What follows belongs to an exercise in optimizing a design on an open flow for small area, a short achievable clock period and few clock cycles per item; a production flow would make more cautious choices.
Function not checked in this run: the RTL went through the layout flow alone.
No activity file was given, so power comes from the tool's default toggle rates.

## flow/run.sh

```bash
#!/bin/bash
# synth_recipe.tcl (not shown) runs the flow's synth.tcl, then flattens the netlist and writes it again
# the make line also repeats each setting of config.mk as NAME=value (left out here)
make -C /OpenROAD-flow-scripts/flow DESIGN_CONFIG=/design/flow/config.mk WORK_HOME=/design/flow/orfs CLKGATE_MAP_FILE= SYNTH_SCRIPT=/design/flow/synth_recipe.tcl finish
```

## flow/constraint.sdc

```tcl
create_clock -name core_clock -period 13.0 [get_ports {clk}]
set_input_delay 2.6000 -clock core_clock [delete_from_list [all_inputs] [get_ports {clk}]]
set_output_delay 2.6000 -clock core_clock [all_outputs]
set_load 0.01 [all_outputs]
```

## flow/design.v

```verilog
`timescale 1ns/1ns
module compute_core (
    input  logic         clk,
    input  logic         reset,
    input  logic         start,
    input  logic [15:0]  block_id,
    input  logic [7:0]   base_address,
    input  logic [2:0]   num_warps,
    input  logic [3:0]   imem_ready,
    input  logic [127:0] imem_data,
    output logic [3:0]   imem_req_valid,
    output logic [31:0]  imem_req_addr,
    input  logic         dmem_ready,
    output logic         dmem_store_valid,
    output logic [1:0]   dmem_store_warp,
    output logic [31:0]  dmem_store_addr,
    output logic [63:0]  dmem_store_data,
    output logic         done
);
    logic        run;         
    logic        fin;         
    logic        fresh;       
    logic        done_q;
    logic [1:0]  cw;          
    logic [1:0]  lastw;       
    logic [2:0]  nw_q;
    logic [15:0] bid_q;
    logic [7:0]  base_q;
    logic [7:0]  pc;
    logic        ir_alu;      
    logic        ir_st;       
    logic        ir_first;    
    logic        ir_v;        
    logic        ir_mul, ir_sub, ir_m1, ir_cb, ir_ci;
    logic [1:0]  ir_w;
    logic [3:0]  ir_rd, ir_rs1, ir_rs2;
    logic [15:0] ir_imm;
    logic        ex_alu, ex_st;
    logic        ex_mul, ex_sub, ex_m1, ex_cb, ex_ci;
    logic [1:0]  ex_w;
    logic [3:0]  ex_rd;
    logic [15:0] ex_imm;
    logic [63:0] ex_a, ex_b, res;
    logic [13*64-1:0] regs;
    logic [12:0]      wr_q;
    logic stall;
    assign stall = ex_st && !dmem_ready;
    logic [1:0]  nw1;
    logic        has_next;
    logic [31:0] fword, nword;
    logic        fvalid, nvalid, accept, f_halt, n_take;
    logic [31:0] iword;
    logic        ivalid;
    assign nw1      = cw + 2'd1;
    assign has_next = (cw != lastw);
    assign fword    = imem_data[cw*32 +: 32];
    assign nword    = imem_data[nw1*32 +: 32];
    assign fvalid   = run && imem_ready[cw];
    assign nvalid   = run && has_next && imem_ready[nw1] && (imem_data[nw1*32 + 28 +: 4] != 4'hf);
    assign accept   = fvalid && !stall;
    assign f_halt   = (fword[31:28] == 4'hf);
    assign n_take   = f_halt && nvalid;
    assign iword    = f_halt ? nword : fword;
    assign ivalid   = accept && (!f_halt || nvalid);
    always_comb begin
        for (int k = 0; k < 4; k++) begin
            imem_req_valid[k] = run && ((cw == 2'(k)) || (has_next && nw1 == 2'(k)));
            imem_req_addr[k*8 +: 8] = (cw == 2'(k)) ? pc : base_q;
        end
    end
    always_ff @(posedge clk) begin
        if (reset) begin
            run <= 1'b0;
            fin <= 1'b0;
            done_q <= 1'b0;
            ir_alu <= 1'b0;
            ir_st <= 1'b0;
            ir_v <= 1'b0;
        end else if (start && !run && !fin && !done_q) begin
            run <= (num_warps != 3'd0);
            done_q <= (num_warps == 3'd0);
            fresh <= 1'b1;
            cw <= '0;
            pc <= base_address;
            base_q <= base_address;
            nw_q <= num_warps;
            bid_q <= block_id;
            lastw <= (num_warps >= 3'd4) ? 2'd3 : 2'(num_warps - 3'd1);
            ir_alu <= 1'b0;
            ir_st <= 1'b0;
            ir_v <= 1'b0;
        end else begin
            if (fin && !ir_v && !stall) done_q <= 1'b1;
            if (!stall) begin
                ir_alu <= 1'b0;
                ir_st <= 1'b0;
                ir_v <= 1'b0;
                if (accept) begin
                    if (f_halt) begin
                        if (!has_next) begin
                            run <= 1'b0;
                            fin <= 1'b1;
                        end else begin
                            cw <= nw1;
                            pc <= n_take ? base_q + 8'd1 : base_q;
                            fresh <= !n_take;
                        end
                    end else begin
                        pc <= pc + 8'd1;
                        fresh <= 1'b0;
                    end
                end
                if (ivalid) begin
                    ir_alu <= (iword[31:28] >= 4'h1 && iword[31:28] <= 4'h5) && (iword[27:24] < 4'd13);
                    ir_st <= (iword[31:28] == 4'h6);
                    ir_v <= 1'b1;
                end
            end
        end
    end
    always_ff @(posedge clk) begin
        if (!stall) begin
            ir_first <= f_halt || fresh;
            ir_w <= f_halt ? nw1 : cw;
            ir_mul <= (iword[31:28] == 4'h3);
            ir_sub <= (iword[31:28] == 4'h2);
            ir_m1 <= (iword[31:28] == 4'h1) || (iword[31:28] == 4'h2) || (iword[31:28] == 4'h4);
            ir_cb <= (iword[31:28] == 4'h1) || (iword[31:28] == 4'h2);
            ir_ci <= (iword[31:28] == 4'h4) || (iword[31:28] == 4'h5);
            ir_rd <= iword[27:24];
            ir_rs1 <= iword[23:20];
            ir_rs2 <= iword[19:16];
            ir_imm <= iword[15:0];
        end
    end
    assign done = done_q;
    logic [12:0] rmask;
    logic [63:0] a, b;
    assign rmask = ir_first ? 13'd0 : wr_q;
    function automatic logic [63:0] rd_port(input logic [3:0] idx, input logic [13*64-1:0] r,
                                            input logic [12:0] m, input logic [1:0] w,
                                            input logic [15:0] bid, input logic [2:0] nw,
                                            input logic fwd, input logic [63:0] fv);
        logic [63:0] v;
        v = '0;
        case (idx)
            4'd15: for (int l = 0; l < 4; l++) v[l*16 +: 16] = {12'd0, w, 2'(l)};
            4'd14: v = {4{bid}};
            4'd13: for (int l = 0; l < 4; l++) v[l*16 +: 16] = {11'd0, nw, 2'd0};
            default: if (fwd) v = fv; else if (m[idx]) v = r[idx*64 +: 64];
        endcase
        rd_port = v;
    endfunction
    logic fwd1, fwd2;
    assign fwd1 = ex_alu && !ir_first && (ex_rd == ir_rs1);
    assign fwd2 = ex_alu && !ir_first && (ex_rd == ir_rs2);
    assign a = rd_port(ir_rs1, regs, rmask, ir_w, bid_q, nw_q, fwd1, res);
    assign b = rd_port(ir_rs2, regs, rmask, ir_w, bid_q, nw_q, fwd2, res);
    always_ff @(posedge clk) begin
        if (reset) begin
            ex_alu <= 1'b0;
            ex_st <= 1'b0;
        end else if (start && !run && !fin && !done_q) begin
            ex_alu <= 1'b0;
            ex_st <= 1'b0;
        end else if (!stall) begin
            ex_alu <= ir_alu;
            ex_st <= ir_st;
        end
    end
    always_ff @(posedge clk) begin
        if (!stall) begin
            ex_mul <= ir_mul;
            ex_sub <= ir_sub;
            ex_m1 <= ir_m1;
            ex_cb <= ir_cb;
            ex_ci <= ir_ci;
            ex_w <= ir_w;
            ex_rd <= ir_rd;
            ex_imm <= ir_imm;
            ex_a <= a;
            ex_b <= b;
        end
    end
    always_ff @(posedge clk) begin
        if (!stall && ir_first && ir_v) begin
            wr_q <= '0;
        end else if (ex_alu) begin
            wr_q[ex_rd] <= 1'b1;
        end
    end
    always_comb begin
        for (int l = 0; l < 4; l++) begin
            logic [15:0] x, y, m, c;
            x = ex_a[l*16 +: 16];
            y = ex_b[l*16 +: 16];
            m = ex_mul ? y : {15'd0, ex_m1};
            c = ex_cb ? (ex_sub ? ~y : y) : (ex_ci ? ex_imm : 16'd0);
            res[l*16 +: 16] = x * m + c + {15'd0, ex_sub};
        end
    end
    always_ff @(posedge clk) begin
        for (int r = 0; r < 13; r++) begin
            if (ex_alu && ex_rd == 4'(r)) regs[r*64 +: 64] <= res;
        end
    end
    assign dmem_store_valid = ex_st;
    assign dmem_store_warp = ex_w;
    always_comb begin
        for (int l = 0; l < 4; l++) begin
            dmem_store_addr[l*8 +: 8] = ex_a[l*16 +: 8] + ex_imm[7:0];
            dmem_store_data[l*16 +: 16] = ex_b[l*16 +: 16];
        end
    end
endmodule
```

## flow/config.mk

```make
export PLATFORM = sky130hd
export DESIGN_NAME = compute_core
export DESIGN_NICKNAME = compute_core
export VERILOG_FILES = /design/flow/design.v
export SDC_FILE = /design/flow/constraint.sdc
export NUM_CORES = 4
export LEC_CHECK = 0
export CAP_MARGIN = 20
export CELL_PAD_IN_SITES_DETAIL_PLACEMENT = 1
export CELL_PAD_IN_SITES_GLOBAL_PLACEMENT = 2
export CORE_MARGIN = 2
export CORE_UTILIZATION = 25
export PLACE_DENSITY = 0.5
export SLEW_MARGIN = 20
```

==> impl_metrics.ini <==
[timing]
worstMarginPinSlew_ps = 1190
fin_crit_sh_pct = 60.0
drv_slew = 0
relSlewSlack_pct = 20.5
finClkSkew_ps = 24.3
fmax_ghz = 0.128
rsz0062_at_grt = false
setup_slack_ps = 5200
period_needed_ps = 7800
tns_ps = 0
hold_violations = 0
setup_viol = 0

[placement]
portBuffers = 298
dpl_cell_area_sq_um = 79400
globalplace.congestion = 0.789
dp_slack_ps = 5300
dp_hpwl_mm = 202

[critical_path]
worstPathArrival_ps = 8180
cp-endpoint = regs[47]$_DFFE_PP_
critPathCaptureType = register
cp_max_fo = 174
critical_path_required_ps = 13390
startpoint = ex_mul$_DFFE_PN_
crit_type = register to register
rr_worst_depth = 20
critPathLaunchType = register
rrSetupSlack_ps = 5200
rr_startpoint = ex_mul$_DFFE_PN_
reg2reg_to = regs[47]$_DFFE_PP_

[logic_synthesis]
syn_area_sq_um = 71600
synth_nets = 6202
yosysWarnings = 1
syn_area_per_cell_sq_um = 13.3
yosysUniqueCellTypes = 72
yosysSeqAreaShare_pct = 45.1
netlist_instances = 5395
ys.flop_type = edfxtp_1
synth_seq_cells = 1084
synth_edf_count = 1063
ys_async_sr_fraction_pct = 0

[floorplan]
die_x_um = 539
core_area_sq_um = 285000
die_area_sq_um = 291000
die_h_um = 539
rows = 196
start_util_pct = 25.1
ios = 299

[drt]
post-route-drc-count = 0
avgViaCountPerCell = 5.03
drtIter0Drc = 3561
drt-pass1-iter-count = 5
drt_wl_total_mm = 298
detail_route.wl_per_cell_um = 31.3
drt.antenna.violating_nets = 0
vias = 47800

[clocking]
clk_latency_ps = 750
cts_buffer_depth = 3
cts_tree = yes
cts_buffers = 120
postCtsSetupBuffers = 0
htree_levels = 3
root_buffer = clkbuf_16
cts_resized = 0
cts.hold.buffers_added = 0
clkTransAtPathRegs_ps = 70
clock_sinks = 1084

[pwr]
p_int_mw = 7.51
peakVddDrop_mv = 0.126
power.leakage_nw = 31.0
power.total_mw = 11.4
seqPwrFrac_pct = 39.8
pwr_density_cell_nw_per_um2 = 137
clock_power_share_pct = 31.6
p_switching_mw = 3.94
swShare_pct = 34.4
comb_power_share_pct = 28.6

[min_path]
hp-class = register to register

[global_route]
grt_pass1_vias = 51600
grt_overflow_total = 0
antenna_found_initial = 19
grt_usage_pct = 20.1
grt_max_degree = 175
grt_pass1_wl_mm = 417

[run_status]
status = no timing/DRC/antenna violations

[final_layout]
finalNetCount = 6436
final_util_pct = 29.3
syn2layout_area_growth_pct = 16.6
final_area_sq_um = 83600
drive_gt1_share_pct = 16.4

[run]
cap_viol_max_count = 0
-- state kept, by name (all words and copies together) (netlist names), 2 cells and up --
register	cells
cw	2
ir_rs1	4
ir_w	2
wr_q	13
regs	832
ex_rd	4
bid_q	16
ex_a	64
pc	8
base_q	8
ir_rs2	4
ex_imm	16
ex_w	2
ir_rd	4
lastw	2
nw_q	3
ir_imm	16
ex_b	64
-- cells by family (layout without fill, tap and decap cells) --
| family | count (synthesis) | in the layout | share of synthesized area, % |
|---|---|---|---|
| DFF | 1084 | 1084 | 45.1 |
| and+or+nand+nor | 987 | 987 | 6.76 |
| buffers and inverters | 983 | 1321 | 5.53 |
| AOI/OAI and AO/OA | 783 | 783 | 6.95 |
| adders and majority gates | 644 | 644 | 15.2 |
| muxes | 636 | 636 | 16.8 |
| xor gates and xnor gates | 278 | 278 | 3.55 |
| other | 0 | 6 | 0 |
-- power groups by stage --
stage / clock, mW / combinational [mW] / sequential [mW]
2_1_floorplan: 0 / 1.79 / 4.40
3_3_place_gp: 0 / 3.27 / 4.63
3_5_place_dp: 0 / 3.29 / 4.64
4_1_cts: 3.71 / 3.31 / 4.56
5_1_grt: 3.82 / 3.50 / 4.57
6_report: 3.62 / 3.27 / 4.55
-- cell type report --
cell class                 count  area, sq um
clock buffer                 144         3140
clock inverter                82          953
tap                         3762         4710
antenna                        6         15.0
sequential                  1084        32300
inverter                     620         2330
fill                       30500       202000
timing repair buffer         475         4420
multi-input combinational   3328        35700
-- critical path: stages, from the launching register on --
cell and delay (ps):
edfxtp_1 350, buf_4 380, buf_12 460, and2_1 500, nand2_1 140, fa_1 500
fa_1 550, inv_1 60, fa_1 480, fa_1 530, fa_1 510, inv_1 60
fa_1 490, inv_1 60, ha_1 290, inv_1 80, o31ai_1 370, a21o_1 170
a21oi_1 110, xnor2_1 690, inv_1 410
-- cell usage in the layout (no fill, tap or decap), types with 22 or more instances in the layout --
master and count:
edfxtp_1 1063, inv_1 619, mux4_2 446, fa_1 380
nand2_1 337, clkdlybuf4s50_1 298, ha_1 264, xnor2_1 200
and3_1 199, a21oi_1 196, o21ai_0 196, buf_4 168
nand3_1 128, a22oi_1 128, clkbuf_16 122, nor2_1 110
mux2i_1 110, mux2_2 79, nor2b_1 60, a21o_1 59
xor2_1 56, and2_1 42, a221oi_1 34, nor3_1 33
nand2b_1 25, clkinv_1 25, a211oi_1 22, a221o_1 22
clkinv_2 22, clkbuf_1 22
-- cells in the mapped netlist, types with 9 or more instances --
| cell | instances | area (sq um) |
|---|---|---|
| mux2i_1 | 110 | 1100 |
| nand3_1 | 128 | 641 |
| a221oi_1 | 34 | 298 |
| buf_2 | 103 | 515 |
| o22ai_1 | 13 | 81.3 |
| edfxtp_1 | 1063 | 31900 |
| o31ai_1 | 10 | 75.1 |
| mux4_2 | 446 | 10000 |
| a211oi_1 | 22 | 165 |
| a21oi_1 | 199 | 996 |
| nand2_1 | 337 | 1260 |
| and2_1 | 43 | 269 |
| o21ai_0 | 198 | 991 |
| nor3_1 | 38 | 190 |
| nor2b_1 | 63 | 394 |
| o21bai_1 | 14 | 105 |
| fa_1 | 380 | 7610 |
| a221o_1 | 22 | 220 |
| buf_1 | 34 | 128 |
| nand2b_1 | 25 | 156 |
| dfxtp_1 | 21 | 420 |
| inv_1 | 620 | 2330 |
| a21o_1 | 59 | 443 |
| o21a_1 | 9 | 67.6 |
| clkbuf_1 | 199 | 747 |
| a31oi_1 | 18 | 113 |
| and3_1 | 199 | 1240 |
| xnor2_1 | 209 | 1830 |
| xor2_1 | 61 | 534 |
| nor2_1 | 124 | 465 |
| o21ai_1 | 17 | 85.1 |
| ha_1 | 264 | 3300 |
| mux2_2 | 79 | 890 |
| buf_4 | 12 | 90.1 |
| buf_6 | 13 | 146 |
| a22oi_1 | 128 | 961 |
-- stage by stage --
| step | instances | hold slack, ps |
|---|---|---|
| 3_5_place_dp | 9268 | 406 |
| 6_report | 9501 | 414 |
| 5_1_grt | 9498 | 431 |
| 3_3_place_gp | 9268 | 403 |
| 4_1_cts | 9494 | 416 |
| 2_1_floorplan | 5395 | 400 |
-- how the worst min path moves through the flow --
stage	startpoint	to	slack, ps	cells past startpoint
after floorplan	ir_cb$_DFFE_PN_	ex_cb$_DFFE_PN_	400	0
after global placement	ir_imm[12]$_DFFE_PN_	ex_imm[12]$_DFFE_PN_	400	0
after detailed placement	ir_rd[3]$_DFFE_PN_	ex_rd[3]$_DFFE_PN_	410	0
after CTS	ir_imm[12]$_DFFE_PN_	ex_imm[12]$_DFFE_PN_	420	0
after global routing	ir_imm[5]$_DFFE_PN_	ex_imm[5]$_DFFE_PN_	430	0
final	ir_imm[12]$_DFFE_PN_	ex_imm[12]$_DFFE_PN_	410	0
-- per-layer routing --
metal	vias up	part of all wire, %	track usage (%)
met4	0	2.6	4.95
li1	20300	-	-
met5	-	0	0
met2	1117	48	33.8
met1	26200	46	28.1
met3	286	3.7	1.61

[re-timing with driven ports]
Ports are ideal in the flow. The routed layout listed here was re-timed in OpenROAD. Step 1: set_driving_cell puts a clkbuf_16 on clk and a buf_2 on each other input, an assumption about the parent block. Step 2, shift: input delay + t, output delay - t, t = (earliest + latest rising clock arrival at the registers) / 2. This alone moves slack from input paths to output paths. a / b / c = no drivers / after step 1 / after step 2; a / b = the first two.
t (ns): 0.827
setup slack, ns: 5.204 / 5.204 / 5.204
hold slack, ns: 0.414 / 0.414 / 0.414
pins driven straight from the clock port: 1
After both steps setup and hold are still met in this run. For this run, drivers alone change the setup slack by 0.000 ns; drivers and shift together by 0.000 ns.
